What follows belongs to an exercise in optimizing a design on an open flow for small area, a short achievable clock period and few clock cycles; a production flow would make more cautious choices. Only simulation tests tie the RTL to the original design; equivalence was not proved.

==> flow/design.v <==
`default_nettype none
package mmi_pkg;
  localparam int unsigned MAX_DIM_DEF = 8;
  localparam int unsigned ELEM_W    = 16;   
  localparam int unsigned PROD_W    = 36;   
  localparam int unsigned POS_W     = 3;    
  localparam int unsigned CFG_W     = 4;    
  localparam int unsigned CFG_IDX_W = 4;    
  localparam logic [CFG_IDX_W-1:0] REG_ROWS_FIRST  = 4'd0;
  localparam logic [CFG_IDX_W-1:0] REG_COLS_FIRST  = 4'd1;
  localparam logic [CFG_IDX_W-1:0] REG_ROWS_SECOND = 4'd2;
  localparam logic [CFG_IDX_W-1:0] REG_COLS_SECOND = 4'd3;
  typedef struct packed {
    logic [POS_W-1:0] row;
    logic [POS_W-1:0] col;
    logic             first_k;     
    logic             last_k;      
    logic             last_elem;   
  } mmi_tag_t;
endpackage
`default_nettype wire
`default_nettype none
import mmi_pkg::*;
module mmi_mac (
  input  wire logic                             clk_i,
  input  wire logic                             rst_ni,
  input  wire logic                             en_i,
  input  wire logic                             valid_i,
  input  wire logic signed [mmi_pkg::ELEM_W-1:0] a_i,
  input  wire logic signed [mmi_pkg::ELEM_W-1:0] b_i,
  input  wire mmi_pkg::mmi_tag_t                tag_i,
  output logic                                  valid_o,
  output logic signed [mmi_pkg::PROD_W-1:0]     sum_o,
  output mmi_pkg::mmi_tag_t                     tag_o
);
  logic                       v_q;
  mmi_pkg::mmi_tag_t                   tag_q;
  logic signed [2*ELEM_W-1:0] prod_q;
  logic signed [PROD_W-1:0]   acc_q;
  logic signed [PROD_W-1:0]   sum_d;
  always_ff @(posedge clk_i or negedge rst_ni) begin
    if (!rst_ni) begin
      v_q <= 1'b0;
    end else if (en_i) begin
      v_q <= valid_i;
    end
  end
  always_ff @(posedge clk_i) begin
    if (en_i) begin
      tag_q  <= tag_i;
      prod_q <= a_i * b_i;
    end
    if (en_i && v_q) begin
      acc_q <= sum_d;
    end
  end
  assign sum_d = (tag_q.first_k ? PROD_W'(0) : acc_q) + PROD_W'(prod_q);
  assign valid_o = v_q;
  assign sum_o   = sum_d;
  assign tag_o   = tag_q;
endmodule
`default_nettype wire
`default_nettype none
import mmi_pkg::*;
module matrix_multiply_int #(
  parameter int unsigned MAX_DIM = mmi_pkg::MAX_DIM_DEF
) (
  input  wire logic                                clk_i,
  input  wire logic                                rst_ni,
  input  wire logic                                in_valid_i,
  output logic                                     in_ready_o,
  input  wire logic signed [mmi_pkg::ELEM_W-1:0]    in_element_i,
  output logic                                     out_valid_o,
  input  wire logic                                out_ready_i,
  output logic signed [mmi_pkg::PROD_W-1:0]         out_product_o,
  output logic [mmi_pkg::POS_W-1:0]                out_row_o,
  output logic [mmi_pkg::POS_W-1:0]                out_col_o,
  output logic                                     out_last_o,
  output logic                                     out_not_possible_o,
  input  wire logic                                cfg_valid_i,
  output logic                                     cfg_ready_o,
  input  wire logic [mmi_pkg::CFG_IDX_W-1:0]        cfg_index_i,
  input  wire logic [mmi_pkg::CFG_W-1:0]            cfg_data_i
);
  localparam int unsigned DEPTH = MAX_DIM * MAX_DIM;
  localparam int unsigned AW    = (DEPTH > 1) ? $clog2(DEPTH) : 1;    
  localparam int unsigned CW    = $clog2(DEPTH + 1);                  
  localparam int unsigned IW    = (MAX_DIM > 1) ? $clog2(MAX_DIM) : 1;  
  localparam int unsigned DW    = $clog2(MAX_DIM + 1);                
  localparam logic [1:0] ST_LOAD  = 2'd0;
  localparam logic [1:0] ST_ISSUE = 2'd1;
  localparam logic [1:0] ST_DRAIN = 2'd2;
  logic [CFG_W-1:0] rows_first_q, cols_first_q, rows_second_q, cols_second_q;
  logic             cfg_we;
  logic             cfg_hit;
  assign cfg_ready_o = 1'b1;
  assign cfg_we      = cfg_valid_i;
  always_comb begin
    unique case (cfg_index_i)
      REG_ROWS_FIRST, REG_COLS_FIRST, REG_ROWS_SECOND, REG_COLS_SECOND: cfg_hit = 1'b1;
      default: cfg_hit = 1'b0;
    endcase
  end
  always_ff @(posedge clk_i or negedge rst_ni) begin
    if (!rst_ni) begin
      rows_first_q  <= CFG_W'(1);
      cols_first_q  <= CFG_W'(1);
      rows_second_q <= CFG_W'(1);
      cols_second_q <= CFG_W'(1);
    end else if (cfg_we) begin
      unique case (cfg_index_i)
        REG_ROWS_FIRST:  rows_first_q  <= cfg_data_i;
        REG_COLS_FIRST:  cols_first_q  <= cfg_data_i;
        REG_ROWS_SECOND: rows_second_q <= cfg_data_i;
        REG_COLS_SECOND: cols_second_q <= cfg_data_i;
        default: ;   
      endcase
    end
  end
  logic [DW-1:0] dim_m, dim_n, dim_p, dim_q;
  logic [CW-1:0] size_first, size_second;
  logic          mismatch;
  assign dim_m       = (rows_first_q == CFG_W'(0))       ? DW'(1) :
                       (rows_first_q > CFG_W'(MAX_DIM)) ? DW'(MAX_DIM) : DW'(rows_first_q);
  assign dim_n       = (cols_first_q == CFG_W'(0))       ? DW'(1) :
                       (cols_first_q > CFG_W'(MAX_DIM)) ? DW'(MAX_DIM) : DW'(cols_first_q);
  assign dim_p       = (rows_second_q == CFG_W'(0))       ? DW'(1) :
                       (rows_second_q > CFG_W'(MAX_DIM)) ? DW'(MAX_DIM) : DW'(rows_second_q);
  assign dim_q       = (cols_second_q == CFG_W'(0))       ? DW'(1) :
                       (cols_second_q > CFG_W'(MAX_DIM)) ? DW'(MAX_DIM) : DW'(cols_second_q);
  assign size_first  = CW'(dim_m) * CW'(dim_n);
  assign size_second = CW'(dim_p) * CW'(dim_q);
  assign mismatch    = (dim_n != dim_p);
  logic [1:0]    state_q, state_d;
  logic [CW-1:0] load_count_q, load_count_d, load_inc;
  logic          loading_second_q, loading_second_d;
  logic [IW-1:0] ci_q, cj_q, ck_q, ci_d, cj_d, ck_d;
  logic          out_valid_q;
  logic          en;           
  logic          in_acc;
  logic          ci_end, cj_end, ck_end;
  logic          mac_v;
  mmi_pkg::mmi_tag_t      mac_tag;
  logic signed [PROD_W-1:0] mac_sum;
  logic          done_word;    
  assign en          = !(out_valid_q && !out_ready_i);
  assign in_ready_o  = (state_q == ST_LOAD) && en;
  assign in_acc      = in_valid_i && in_ready_o;
  assign load_inc    = load_count_q + CW'(1);
  assign ci_end = (DW'(ci_q) == dim_m - DW'(1));
  assign cj_end = (DW'(cj_q) == dim_q - DW'(1));
  assign ck_end = (DW'(ck_q) == dim_n - DW'(1));
  assign done_word = en && mac_v && mac_tag.last_k && mac_tag.last_elem;
  always_comb begin
    state_d          = state_q;
    load_count_d     = load_count_q;
    loading_second_d = loading_second_q;
    ci_d             = ci_q;
    cj_d             = cj_q;
    ck_d             = ck_q;
    unique case (state_q)
      ST_LOAD: begin
        if (in_acc && !mismatch) begin
          if (!loading_second_q) begin
            if (load_inc >= size_first) begin
              load_count_d     = '0;
              loading_second_d = 1'b1;
            end else begin
              load_count_d = load_inc;
            end
          end else if (load_inc >= size_second) begin
            load_count_d     = '0;
            loading_second_d = 1'b0;
            ci_d             = '0;
            cj_d             = '0;
            ck_d             = '0;
            state_d          = ST_ISSUE;
          end else begin
            load_count_d = load_inc;
          end
        end
      end
      ST_ISSUE: begin
        if (en) begin
          if (!ck_end) begin
            ck_d = ck_q + IW'(1);
          end else begin
            ck_d = '0;
            if (!cj_end) begin
              cj_d = cj_q + IW'(1);
            end else begin
              cj_d = '0;
              if (!ci_end) begin
                ci_d = ci_q + IW'(1);
              end else begin
                state_d = ST_DRAIN;
              end
            end
          end
        end
      end
      ST_DRAIN: begin
        if (done_word) begin
          state_d = ST_LOAD;
        end
      end
      default: state_d = ST_LOAD;
    endcase
    if (cfg_we && cfg_hit) begin
      load_count_d     = '0;
      loading_second_d = 1'b0;
    end
  end
  always_ff @(posedge clk_i or negedge rst_ni) begin
    if (!rst_ni) begin
      state_q          <= ST_LOAD;
      load_count_q     <= '0;
      loading_second_q <= 1'b0;
      ci_q             <= '0;
      cj_q             <= '0;
      ck_q             <= '0;
    end else begin
      state_q          <= state_d;
      load_count_q     <= load_count_d;
      loading_second_q <= loading_second_d;
      ci_q             <= ci_d;
      cj_q             <= cj_d;
      ck_q             <= ck_d;
    end
  end
  logic signed [ELEM_W-1:0] first_mem  [DEPTH];
  logic signed [ELEM_W-1:0] second_mem [DEPTH];
  logic signed [ELEM_W-1:0] a_rd_q, b_rd_q;
  logic [CW-1:0]            a_lin, b_lin;
  logic [AW-1:0]            a_addr, b_addr, w_addr;
  logic                     we_first, we_second;
  logic                     issue;
  assign we_first  = in_acc && !mismatch && !loading_second_q;
  assign we_second = in_acc && !mismatch && loading_second_q;
  assign w_addr    = AW'(load_count_q);
  assign a_lin     = CW'(ci_q) * CW'(dim_n) + CW'(ck_q);    
  assign b_lin     = CW'(ck_q) * CW'(dim_q) + CW'(cj_q);    
  assign a_addr    = AW'(a_lin);
  assign b_addr    = AW'(b_lin);
  assign issue     = (state_q == ST_ISSUE);
  always_ff @(posedge clk_i) begin
    if (we_first) begin
      first_mem[w_addr] <= in_element_i;
    end
    if (en) begin
      a_rd_q <= first_mem[a_addr];
    end
  end
  always_ff @(posedge clk_i) begin
    if (we_second) begin
      second_mem[w_addr] <= in_element_i;
    end
    if (en) begin
      b_rd_q <= second_mem[b_addr];
    end
  end
  logic     rd_v_q;
  mmi_pkg::mmi_tag_t rd_tag_q, issue_tag;
  always_comb begin
    issue_tag.row       = POS_W'(ci_q);
    issue_tag.col       = POS_W'(cj_q);
    issue_tag.first_k   = (ck_q == '0);
    issue_tag.last_k    = ck_end;
    issue_tag.last_elem = ci_end && cj_end;
  end
  always_ff @(posedge clk_i or negedge rst_ni) begin
    if (!rst_ni) begin
      rd_v_q <= 1'b0;
    end else if (en) begin
      rd_v_q <= issue;
    end
  end
  always_ff @(posedge clk_i) begin
    if (en) begin
      rd_tag_q <= issue_tag;
    end
  end
  mmi_mac u_mac (
    .clk_i   (clk_i),
    .rst_ni  (rst_ni),
    .en_i    (en),
    .valid_i (rd_v_q),
    .a_i     (a_rd_q),
    .b_i     (b_rd_q),
    .tag_i   (rd_tag_q),
    .valid_o (mac_v),
    .sum_o   (mac_sum),
    .tag_o   (mac_tag)
  );
  logic signed [PROD_W-1:0] product_q;
  logic [POS_W-1:0]         row_q, col_q;
  logic                     last_q, np_q;
  logic                     word_load, np_load;
  assign word_load = en && mac_v && mac_tag.last_k;
  assign np_load   = in_acc && mismatch;
  always_ff @(posedge clk_i or negedge rst_ni) begin
    if (!rst_ni) begin
      out_valid_q <= 1'b0;
    end else if (word_load || np_load) begin
      out_valid_q <= 1'b1;
    end else if (out_ready_i) begin
      out_valid_q <= 1'b0;
    end
  end
  always_ff @(posedge clk_i) begin
    if (word_load) begin
      product_q <= mac_sum;
      row_q     <= mac_tag.row;
      col_q     <= mac_tag.col;
      last_q    <= mac_tag.last_elem;
      np_q      <= 1'b0;
    end else if (np_load) begin
      product_q <= '0;
      row_q     <= '0;
      col_q     <= '0;
      last_q    <= 1'b0;
      np_q      <= 1'b1;
    end
  end
  assign out_valid_o        = out_valid_q;
  assign out_product_o      = product_q;
  assign out_row_o      = row_q;
  assign out_col_o      = col_q;
  assign out_last_o         = last_q;
  assign out_not_possible_o = np_q;
endmodule
`default_nettype wire
==> flow/run.sh <==
#!/bin/bash
# synth_recipe.tcl (not shown) runs the flow's synth.tcl, then flattens the netlist and writes it again
# the make line also repeats each setting of config.mk as NAME=value (left out here)
make -C /OpenROAD-flow-scripts/flow DESIGN_CONFIG=/design/flow/config.mk WORK_HOME=/design/flow/orfs CLKGATE_MAP_FILE= SYNTH_SCRIPT=/design/flow/synth_recipe.tcl finish
==> flow/config.mk <==
export PLATFORM = sky130hd
export DESIGN_NAME = matrix_multiply_int
export DESIGN_NICKNAME = matrix_multiply_int
export VERILOG_FILES = /design/flow/design.v
export SDC_FILE = /design/flow/constraint.sdc
export NUM_CORES = 4
export LEC_CHECK = 0
export CAP_MARGIN = 20
export CORE_MARGIN = 2
export CORE_UTILIZATION = 45
export PLACE_DENSITY = 0.6
export SLEW_MARGIN = 20
==> flow/constraint.sdc <==
create_clock -name core_clock -period 7.5 [get_ports {clk_i}]
set_input_delay 1.5000 -clock core_clock [delete_from_list [all_inputs] [get_ports {clk_i}]]
set_output_delay 1.5000 -clock core_clock [all_outputs]
set_load 0.01 [all_outputs]
==> flow_summary.toml <==
[clocking]
numCtsBuffers = 224
cts_tree = "built"
clock_sinks = 2248
clock_latency_ns = 0.89
postCtsHoldBufs = 0
clock_path_buffers = 3
cts-root-buf = "clkbuf_16"
cts.htree.levels = 4
cts_resized = 0
cts_setup_buffers = 0
clkTransAtPathRegs_ns = 0.06

[die]
die_y_um = 474
num_rows = 172
initial_core_util = 0.452
die_x_um = 474
fp.coreArea_mm2 = 0.220
io_pins = 76
dieArea_mm2 = 0.224

[setup_path]
critPathRequiredTime_ns = 8.11
r2r_slack_ns = 0.96
crit_chain = "nand2_1 > inv_1 > fa_1 > fa_1 > fa_1 > fa_1 > fa_1 > inv_1 > fa_1 > inv_1 > ha_1 > a21o_1 > a21o_1 > a21oi_1 > o21ai_0 > nand2_1 > o21ai_0 > a311oi_1 > o21bai_1 > xnor2_1"
cp.arrival_ns = 7.16
reg2reg_to = "u_mac.prod_q[31]"
worstRegToRegCells = 20
crit_start = "a_rd_q[15]"
crit_top_cell = "fa_1"
end_kind = "flop"
crit_type = "reg -> reg"
path_buf_inv = 3
cpLargestDelayFamily = "adder cells"
cp_max_fo = 16
cp_slowest_cell = "fa_1"
reg2reg_from = "a_rd_q[15]"
worstSetupPathDepth = 20
endpoint = "u_mac.prod_q[31]"
max_stage_delay_ns = 0.83
critPathLaunchType = "flop"

[detailed_routing]
wl_um = 233000
drtIter0Drc = 4706
viasPerCell = 5.69
drc = 0
vias = 48600
firstDrtPassIters = 5
wl_per_cell_um = 27.2
ant_nets = 0

[synth]
synthCells = 5189
synthSimpleGateAreaFrac = 0.0398
synth-seq-area-share = 0.678
synth_top_family_by_area = "multiplexers"
postSynthAreaPerCell_um2 = 19.1
yosysTopAreaCellShare = 0.668
synthesis.nets = 5676
synth_compound_area_frac = 0.0192
async_reset_ff_frac = 0.0169
synthFlopType = "edfxtp_1"
synth_edf_count = 2209
synth-xor-area-share = 0.00949
synth_warnings = 2
netlist_top_cells_area = "edfxtp_1 (67%), mux4_2 (15%), fa_1 (5.6%)"
ys_ff_latch = 2248
synth_mux_area_frac = 0.151
synthAdderAreaFrac = 0.0788
synth_top_area_cell = "edfxtp_1"
synthDistinctLibCells = 73
synth_area_mm2 = 0.0993

[sta]
hold_violations = 0
setup_violations = 0
relSlewSlack = 0.221
rsz0062_at_grt = "false"
drv_slew = 0
worst_pin_slew_ns = 1.16
fin_tns_setup_ns = 0
clock_skew_ns = 0.0530
post-route-period-util = 0.873
fin_ws_ns = 0.956
clock.fmax_mhz = 153
final.min_clock_period_ns = 6.54

[outcome]
status = "complete, no violations"

[layout]
area_delta_synth_final_pct = 12.7
layout-drive-gt1-share = 0.220
fin_nets = 5963
layout_commonest_cell = "edfxtp_1"
final_cell_mix = "edfxtp_1 (2209), mux4_2 (640), inv_1 (374)"

[grt]
antenna_found_initial = 10
grtUsageTotal = 0.210
grt_pass1_wl_um = 343000
grt_overflow_total = 0
grt_max_degree = 98
first_global_vias = 49900

[placed_design]
post-place-ws_ns = 0.971
dp_hpwl_um = 145000
port_buffers = 74
gp_congestion = 0.820

[flow_run]
maxCapViolCount = 0

[worst_hold_path]
hp-class = "reg -> reg"
## sequential cells by signal (all words and copies together), names as in the netlist, 2 cells and up
register,cells
rows_second_q,4
load_count_q,7
ck_q,3
u_mac.acc_q,36
rows_first_q,4
state_q,2
col_q,3
cols_first_q,4
u_mac.prod_q,32
cj_q,3
cols_second_q,4
rd_tag_q,9
ci_q,3
second_mem,1024
u_mac.tag_q,9
b_rd_q,16
first_mem,1024
row_q,3
product_q,36
a_rd_q,16
## cells in the mapped netlist, types with 11 or more instances
cell type / instances
mux2_2: 16
a211oi_1: 41
ha_1: 179
nor3_1: 18
nor2b_1: 88
buf_2: 56
buf_1: 12
buf_4: 11
nand2_1: 208
mux2i_1: 39
and2_1: 179
nand2b_1: 31
o21bai_1: 11
mux4_2: 640
fa_1: 279
clkbuf_1: 139
nor2_1: 208
xor2_1: 30
a21oi_1: 98
xnor2_1: 72
dfrtp_1: 34
edfxtp_1: 2209
o21ai_0: 45
a21o_1: 37
inv_1: 375
nand3_1: 29
## cells by family after synthesis
logic type | Yosys count
mux | 695
fa+ha+maj | 458
buf+inv | 594
flops | 2248
other cells | 1
xor+xnor | 105
simple gates | 800
compound gates | 288
## worst reg2reg max path, cell delays in order (launching register included)
cell	delay, ns
edfxtp_1	0.61
nand2_1	0.23
inv_1	0.10
fa_1	0.64
fa_1	0.84
fa_1	0.51
fa_1	0.51
fa_1	0.49
inv_1	0.05
fa_1	0.47
inv_1	0.04
ha_1	0.35
a21o_1	0.20
a21o_1	0.17
a21oi_1	0.19
o21ai_0	0.21
nand2_1	0.10
o21ai_0	0.08
a311oi_1	0.26
o21bai_1	0.11
xnor2_1	0.12
## worst min-delay path by stage
stage | startpoint | to | slack (ns) | cells past startpoint
final | rd_tag_q[5] | u_mac.tag_q[5] | 0.42 | 0
after detailed placement | rd_tag_q[2] | u_mac.tag_q[2] | 0.40 | 0
after global placement | rd_tag_q[2] | u_mac.tag_q[2] | 0.40 | 0
after floorplan | rd_tag_q[0] | u_mac.tag_q[0] | 0.40 | 0
after CTS | rd_tag_q[4] | u_mac.tag_q[4] | 0.42 | 0
after global routing | rd_tag_q[5] | u_mac.tag_q[5] | 0.43 | 0
## layer usage
metal / global-route usage / wire (um) / vias to the layer above
met5: 0 / 0 / -
met4: 0.0517 / 5290 / 0
met3: 0.0385 / 16000 / 284
met2: 0.325 / 108000 / 1595
met1: 0.311 / 103000 / 26000
li1: - / - / 20700
## per-stage QoR
step / util / std cells / instance area (um2) / hold slack (ns)
4_1_cts: 0.509 / 8543 / 112000 / 0.419
2_1_floorplan: - / 5189 / 99300 / 0.400
3_3_place_gp: 0.476 / 8121 / 105000 / 0.402
3_5_place_dp: 0.476 / 8121 / 105000 / 0.405
5_1_grt: 0.510 / 8544 / 112000 / 0.425
6_report: 0.510 / 8546 / 112000 / 0.421
## layout make-up
cell class              count  area [um2]
repair buffers            279        2500
clock inverters           142        1390
flip-flops and latches   2248       67300
multi-input cells        2347       29700
clock buffers             280        5900
well taps                2871        3590
diodes                      3        7.51
fillers                 17600      108000
inverters                 376        1410
Testbench counts, summed over its fixed seeds: cycles 27,644.

-- what the ideal ports hide --
The results above use ideal ports. As a check the final layout listed here was re-extracted and re-timed, cells and wires unchanged.
Step 1 (the two cells are an assumption about what drives the block):
set clk [get_ports {clk_i}]
set_driving_cell -lib_cell sky130_fd_sc_hd__clkbuf_16 $clk
set_driving_cell -lib_cell sky130_fd_sc_hd__buf_2 [delete_from_list [all_inputs] $clk]
Step 2 times the ports against the registers' clock, not the clock port: input delays grow and output delays shrink by t, the midpoint of the rising clock arrivals with the driver on.
Three values: ideal ports, drivers, drivers and shift; two values: the first two.
t, ns: 0.951
slack for setup (ns): 0.956 / 0.956 / 0.956
worst setup path at the end: register to register
cell pins on the clock port's net: 1
After both steps this run still meets setup and hold. For this run, drivers alone change the setup slack by 0.000 ns; drivers and shift together by 0.000 ns.
